Source: an optimization exercise on an open RTL-to-GDS flow (aim: small area, a short achievable clock period and few clock cycles per item). Production flows keep margins and buffers that such runs may drop. Only simulation tests tie the RTL to the original design; equivalence was not proved. Power and IR drop assume default switching activity.

--- design/flow/constraint.sdc ---
create_clock -name core_clock -period 9.0 [get_ports {clk_i}]
set_input_delay 1.8000 -clock core_clock [delete_from_list [all_inputs] [get_ports {clk_i}]]
set_output_delay 1.8000 -clock core_clock [all_outputs]
set_load 0.01 [all_outputs]
--- design/flow/design.v ---
`timescale 1ns / 1ps
package skit_pkg;
  localparam int unsigned CAPACITY_DEF = 64;
  localparam int unsigned KEY_BYTES    = 5;
  localparam int unsigned KEY_W        = 8 * KEY_BYTES;
  localparam int unsigned REC_W        = 16;
  localparam int unsigned MODE_W       = 2;
  localparam int unsigned KEY_FIELD_W  = 40;
  localparam int unsigned REC_FIELD_W  = 16;
  localparam int unsigned STATUS_W     = 2;
  localparam int unsigned COUNT_W      = 7;
  localparam logic [MODE_W-1:0] MODE_INSERT = 2'd0;
  localparam logic [MODE_W-1:0] MODE_REMOVE = 2'd1;
  localparam logic [MODE_W-1:0] MODE_LOOKUP = 2'd2;
  localparam logic [STATUS_W-1:0] STATUS_OK        = 2'd0;
  localparam logic [STATUS_W-1:0] STATUS_DUPLICATE = 2'd1;
  localparam logic [STATUS_W-1:0] STATUS_NOT_FOUND = 2'd2;
  localparam logic [STATUS_W-1:0] STATUS_FULL      = 2'd3;
  typedef struct packed {
    logic [MODE_W-1:0]      mode;
    logic [KEY_FIELD_W-1:0] key;
    logic [REC_FIELD_W-1:0] record_number;
  } skit_cmd_t;
  typedef struct packed {
    logic [STATUS_W-1:0]    status;
    logic [REC_FIELD_W-1:0] found_record;
    logic [COUNT_W-1:0]     entry_count;
  } skit_res_t;
  typedef struct packed {
    logic [KEY_W-1:0] key;
    logic [REC_W-1:0] rec;
  } skit_entry_t;
  typedef struct packed {
    logic      fin;
    skit_res_t res;
  } skit_fin_t;
  typedef enum logic [2:0] {
    ST_IDLE,
    ST_SEARCH,
    ST_SHIFT_UP,
    ST_SHIFT_DN,
    ST_PLACE
  } skit_state_e;
endpackage
`timescale 1ns / 1ps
module skit_store #(
  parameter int unsigned Depth = skit_pkg::CAPACITY_DEF
) (
  input  logic                         clk_i,
  input  logic                         rst_ni,
  input  logic [skit_pkg::KEY_W-1:0]   key_i,
  input  logic [skit_pkg::REC_W-1:0]   rec_i,
  input  logic                         set_i,     
  input  logic                         clr_i,     
  output logic [Depth-1:0]             match_o,
  output logic [skit_pkg::REC_W-1:0]   rec_o      
);
  logic [Depth-1:0]           valid_q;
  logic [skit_pkg::KEY_W-1:0] key_q [Depth];
  logic [skit_pkg::REC_W-1:0] rec_q [Depth];
  logic [Depth-1:0]           free_oh;
  always_comb begin
    logic all_below;
    all_below = 1'b1;
    for (int i = 0; i < Depth; i++) begin
      match_o[i] = valid_q[i] && (key_q[i] == key_i);
      free_oh[i] = all_below && !valid_q[i];
      all_below  = all_below && valid_q[i];
    end
  end
  always_comb begin
    rec_o = '0;
    for (int i = 0; i < Depth; i++) begin
      rec_o = rec_o | (rec_q[i] & {skit_pkg::REC_W{match_o[i]}});
    end
  end
  always_ff @(posedge clk_i or negedge rst_ni) begin
    if (!rst_ni) begin
      valid_q <= '0;
    end else begin
      valid_q <= (valid_q & ~(match_o & {Depth{clr_i}})) | (free_oh & {Depth{set_i}});
    end
  end
  always_ff @(posedge clk_i) begin
    for (int i = 0; i < Depth; i++) begin
      if (free_oh[i]) begin
        key_q[i] <= key_i;
        rec_q[i] <= rec_i;
      end
    end
  end
endmodule
`timescale 1ns / 1ps
module skit_seq #(
  parameter int unsigned Capacity = skit_pkg::CAPACITY_DEF,
  parameter int unsigned CountW   = $clog2(Capacity + 1)
) (
  input  logic                         clk_i,
  input  logic                         rst_ni,
  input  logic                         cmd_v_i,
  input  logic [skit_pkg::MODE_W-1:0]  mode_i,
  input  logic [Capacity-1:0]          match_i,
  input  logic [skit_pkg::REC_W-1:0]   rec_i,
  output logic                         set_o,
  output logic                         clr_o,
  output logic                         done_o,
  output skit_pkg::skit_res_t          res_o
);
  logic [CountW-1:0]   cnt_q, cnt_d;
  logic                hit, full, is_ins, is_rem, is_lkp;
  skit_pkg::skit_res_t res_d;
  always_comb begin
    hit    = |match_i;
    full   = cnt_q == CountW'(Capacity);
    is_ins = mode_i == skit_pkg::MODE_INSERT;
    is_rem = mode_i == skit_pkg::MODE_REMOVE;
    is_lkp = mode_i[1];
    set_o  = cmd_v_i && is_ins && !hit;
    clr_o  = cmd_v_i && is_rem;
    cnt_d  = cnt_q;
    if (set_o && !full) cnt_d = cnt_q + CountW'(1);
    if (clr_o && hit)   cnt_d = cnt_q - CountW'(1);
    if (is_ins) begin
      res_d.status = hit ? skit_pkg::STATUS_DUPLICATE
                   : full ? skit_pkg::STATUS_FULL : skit_pkg::STATUS_OK;
    end else begin
      res_d.status = hit ? skit_pkg::STATUS_OK : skit_pkg::STATUS_NOT_FOUND;
    end
    res_d.found_record = is_lkp ? rec_i : '0;
    res_d.entry_count  = skit_pkg::COUNT_W'(cnt_d);
  end
  always_ff @(posedge clk_i or negedge rst_ni) begin
    if (!rst_ni) begin
      cnt_q  <= '0;
      done_o <= 1'b0;
    end else begin
      cnt_q  <= cnt_d;
      done_o <= cmd_v_i;
    end
  end
  always_ff @(posedge clk_i) begin
    res_o <= res_d;
  end
endmodule
`timescale 1ns / 1ps
module sorted_key_index_table_core #(
  parameter int unsigned Capacity = skit_pkg::CAPACITY_DEF
) (
  input  logic                clk_i,
  input  logic                rst_ni,
  input  logic                start_i,
  input  logic [57:0]         cmd_i,
  output logic                busy_o,
  output logic                done_o,
  output logic [24:0]         res_o
);
  logic                       cmd_v_q;
  skit_pkg::skit_cmd_t        cmd_q;
  logic [Capacity-1:0]        match;
  logic [skit_pkg::REC_W-1:0] match_rec;
  logic                       set, clr;
  skit_pkg::skit_res_t        res;
  always_ff @(posedge clk_i or negedge rst_ni) begin
    if (!rst_ni) begin
      cmd_v_q <= 1'b0;
    end else begin
      cmd_v_q <= start_i;
    end
  end
  always_ff @(posedge clk_i) begin
    cmd_q <= cmd_i;
  end
  skit_store #(
    .Depth (Capacity)
  ) u_store (
    .clk_i   (clk_i),
    .rst_ni  (rst_ni),
    .key_i   (cmd_q.key),
    .rec_i   (cmd_q.record_number),
    .set_i   (set),
    .clr_i   (clr),
    .match_o (match),
    .rec_o   (match_rec)
  );
  skit_seq #(
    .Capacity (Capacity)
  ) u_seq (
    .clk_i   (clk_i),
    .rst_ni  (rst_ni),
    .cmd_v_i (cmd_v_q),
    .mode_i  (cmd_q.mode),
    .match_i (match),
    .rec_i   (match_rec),
    .set_o   (set),
    .clr_o   (clr),
    .done_o  (done_o),
    .res_o   (res)
  );
  assign busy_o = 1'b0;
  assign res_o  = res;
endmodule
--- design/flow/config.mk ---
export PLATFORM = sky130hd
export DESIGN_NAME = sorted_key_index_table_core
export DESIGN_NICKNAME = sorted_key_index_table_core
export VERILOG_FILES = /design/flow/design.v
export SDC_FILE = /design/flow/constraint.sdc
export NUM_CORES = 4
export LEC_CHECK = 0
export CAP_MARGIN = 20
export CORE_MARGIN = 2
export CORE_UTILIZATION = 40
export SLEW_MARGIN = 20
--- design/flow/run.sh ---
#!/bin/bash
# synth_recipe.tcl (not shown) runs the flow's synth.tcl, then flattens the netlist and writes it again
# the make line also repeats each setting of config.mk as NAME=value (left out here)
make -C /OpenROAD-flow-scripts/flow DESIGN_CONFIG=/design/flow/config.mk WORK_HOME=/design/flow/orfs CLKGATE_MAP_FILE= SYNTH_SCRIPT=/design/flow/synth_recipe.tcl finish
==> results.txt <==
-- kinds of logic after synthesis --
family,count (synthesis),synth area share (%)
AO/OA/AOI/OAI,707,3.93
XOR/XNOR,2468,14.4
adder cells (fa/ha/maj),2,0.0167
buffers and inverters,444,1.76
flip-flops,3740,74.2
multiplexers,7,0.0468
other,1,0.00251
AND/OR/NAND/NOR,1329,5.56
-- power by group through the flow --
stage	clock network [mW]	logic (mW)	registers (mW)
floorplan	0	1.05	20.2
global placement	0	1.86	20.2
detailed placement	0	1.90	20.2
CTS	16.2	1.91	19.8
global route	16.9	2.01	19.8
finish	16.0	1.90	19.8
-- metrics by stage --
step                      setup WS [ps]  util (%)  instance area [sq um]  cells
after CTS                          3790      45.8                 170000  14400
after global placement             2720      42.4                 158000  13600
after global routing               3730      45.8                 171000  14400
final                              3700      45.8                 171000  14400
after floorplan                     537         -                 150000   8698
after detailed placement           3750      42.4                 158000  13700
-- cells in the mapped netlist, types with 11 or more instances --
cell / number / area (sq um)
o21ai_0: 12 / 60.1
dfrtp_1: 73 / 1830
nor4_1: 487 / 3050
and4_1: 11 / 96.3
edfxtp_1: 3584 / 108000
o221ai_1: 14 / 123
nor4_4: 35 / 744
a22o_1: 243 / 2130
or4_1: 19 / 143
nor2_1: 52 / 195
nor3_1: 85 / 425
a22oi_1: 42 / 315
nand2_1: 149 / 559
nor4_2: 18 / 225
nor2b_1: 21 / 131
a21oi_1: 56 / 280
a31oi_1: 12 / 75.1
buf_4: 122 / 916
xor2_1: 2023 / 17700
xnor2_1: 445 / 3900
clkbuf_1: 80 / 300
nand3_1: 129 / 646
nand4_1: 232 / 1450
o41a_1: 16 / 180
nand2b_1: 35 / 219
buf_2: 133 / 666
and3_1: 13 / 81.3
dfxtp_1: 83 / 1660
nor3b_1: 14 / 105
buf_6: 42 / 473
inv_1: 56 / 210
a221oi_1: 240 / 2100
-- routing by layer --
layer	vias up	GRT usage (%)	share of wire [%]
met5	-	0.0379	0.039
met4	20	9.09	4.3
met3	1034	5.12	10
met2	5000	37.8	45
met1	43400	33.4	40
li1	34100	-	-
-- sequential cells by signal (all words and copies together) (netlist names) --
register and count:
u_seq.cnt_q 7, u_store.valid_q 64, u_seq.done_o 1, u_store.rec_q 1024, u_seq.res_o 25, u_store.key_q 2560
cmd_v_q 1, cmd_q 58
-- final cells by class --
cell class	instances	area share, %
Inverter	62	0.136
Timing Repair Buffer	367	2.13
Clock buffer	510	6.21
Antenna cell	15	0.0220
Multi-Input combinational cell	4514	21.4
Clock inverter	215	1.22
Tap cell	4972	3.65
Sequential cell	3740	65.2
-- worst max-delay path, cell delays in order, from the launching register on --
cell and delay [ps]:
dfxtp_4 690, buf_12 440, inv_2 320, a22o_1 280, nor4_1 790, and4_1 940, nor4_1 200, nand4_1 200
nor4_4 70, buf_4 380, o311ai_1 520
-- worst max-delay path by stage --
stage                             start                   end  cells past startpoint
floorplan           u_store.valid_q[20]  u_store.key_q[47][0]                      9
global placement              cmd_q[54]        u_seq.cnt_q[4]                     12
detailed placement            cmd_q[23]        u_seq.cnt_q[1]                     10
CTS                           cmd_q[23]        u_seq.cnt_q[1]                     10
global route                  cmd_q[23]        u_seq.cnt_q[1]                     10
finish                        cmd_q[23]        u_seq.cnt_q[1]                     10
==> impl_metrics.env <==
export IMPL_io_buffer_count=86
export IMPL_cap_violations=0
export IMPL_dp_hpwl_um=260000
export IMPL_grt_pass1_vias=80900
export IMPL_finalNetCount=9135
export IMPL_clock_fmax_ghz=0.189
export IMPL_worstPathRequired_ps=9860
export IMPL_setup_viol=0
export IMPL_internal_power_mw=29.2
export IMPL_maxSlewHeadroom_pct=12.0
export IMPL_r2r_start="cmd_q[23]"
export IMPL_coreArea_sq_um=372000
export IMPL_startpoint_type="register"
export IMPL_synth_edf_count=3584
export IMPL_hold_end="u_seq.done_o"
export IMPL_period_share_pct=58.9
export IMPL_holdBufCountCts=0
export IMPL_status="no timing/DRC/antenna violations"
export IMPL_rr_worst_depth=10
export IMPL_first_pass_iters=9
export IMPL_ios=88
export IMPL_synth_main_ff_cell="edfxtp_1"
export IMPL_cts_resized=0
export IMPL_grt_max_degree=88
export IMPL_synthCells=8698
export IMPL_root_buffer="clkbuf_16"
export IMPL_total_power_mw=37.7
export IMPL_postSynthAreaPerCell_sq_um=17.2
export IMPL_synthDistinctLibCells=71
export IMPL_vias=83500
export IMPL_gr_total_overflow=0
export IMPL_cts_setup_buffers=0
export IMPL_cp_arrival_ps=6150
export IMPL_drive_gt1_share_pct=11.2
export IMPL_placementRows=224
export IMPL_clock_path_buffers=4
export IMPL_worst_ir_drop_vdd_v=0.000161
export IMPL_p_sw_mw=8.51
export IMPL_clock_sinks=3740
export IMPL_cts_tree="done"
export IMPL_grt_total_usage_pct=24.2
export IMPL_leakage_nw=55.8
export IMPL_synth_seq_area_share_pct=74.2
export IMPL_hold_path_startpoint="cmd_v_q"
export IMPL_numCtsBuffers=387
export IMPL_ys_ff_latch=3740
export IMPL_p_seq_share_pct=52.6
export IMPL_finalHoldViolations=0
export IMPL_hold_slack_ps=450
export IMPL_final_common_cell="edfxtp_1"
export IMPL_drv_slew=0
export IMPL_grt_pass1_wl_um=650000
export IMPL_synth_nets=8761
export IMPL_htreeDepth=5
export IMPL_path_max_fanout=80
export IMPL_netSwitchingFraction_pct=22.6
export IMPL_end_kind="register"
export IMPL_rrSetupSlack_ps=3700
export IMPL_period_minus_slack_ps=5300
export IMPL_gp_congestion=0.890
export IMPL_holdPathStages=0
export IMPL_p_per_area_nw_per_um2=221
export IMPL_rsz0062_at_grt="no"
export IMPL_worst_pin_slew_ps=1320
export IMPL_drt_iter0_drc=12400
export IMPL_synthArstFlopShare_pct=1.95
export IMPL_r2r_end="u_seq.cnt_q[1]"
export IMPL_vias_per_cell=5.80
export IMPL_antenna_found_initial=36
export IMPL_die_area_sq_um=379000
export IMPL_syn_area_sq_um=150000
export IMPL_syn_to_final_growth_pct=14.0
export IMPL_ys_warn_count=5
export IMPL_nFillCells=31600
export IMPL_final_cell_mix="edfxtp_1, xor2_1, nor4_1, xnor2_1, clkbuf_16"
export IMPL_p_comb_share_pct=5.0
export IMPL_fp_dieH_um=616
export IMPL_drc=0
export IMPL_multi_input_area_sq_um=36500
export IMPL_die_width_um=616
export IMPL_postRouteAntennaNets=0
export IMPL_p_clk_share_pct=42.4
export IMPL_initial_core_util_pct=40.2
export IMPL_drt_wl_total_um=471000
export IMPL_finClkSkew_ps=73.4
export IMPL_wire_per_inst_um=32.7
export IMPL_seqCellArea_sq_um=111000
export IMPL_worstSkewPairLatency_ps=990
export IMPL_path_class="reg2reg"
export IMPL_path_clk_slew_ps=60
export IMPL_hp_class="reg2reg"
export IMPL_final_setup_tns_ps=0
Testbench counts, summed over its fixed seeds: cycles 3,208, items 3,200.

[port drivers added, routing unchanged]
The results above use ideal ports. As a check the final layout listed here was re-extracted and re-timed, cells and wires unchanged. Step 1 (the two cells are an assumption about what drives the block):
set clk [get_ports {clk_i}]
set_driving_cell -lib_cell sky130_fd_sc_hd__clkbuf_16 $clk
set_driving_cell -lib_cell sky130_fd_sc_hd__buf_2 [delete_from_list [all_inputs] $clk]
Step 2, shift: input delay + t, output delay - t, t = (earliest + latest rising clock arrival at the registers) / 2. This alone moves slack from input paths to output paths. Three values: ideal ports, drivers, drivers and shift; two values: the first two.
t, ns: 1.056
setup WS [ns]: 3.703 / 3.703 / 3.703
hold WS [ns]: 0.450 / 0.450 / 0.450
worst setup path after step 2: register to register
slew at the worst register clock pin (ns): 0.07 / 0.07
After both steps this run still meets setup and hold. For this run, drivers alone change the setup slack by 0.000 ns; drivers and shift together by 0.000 ns.
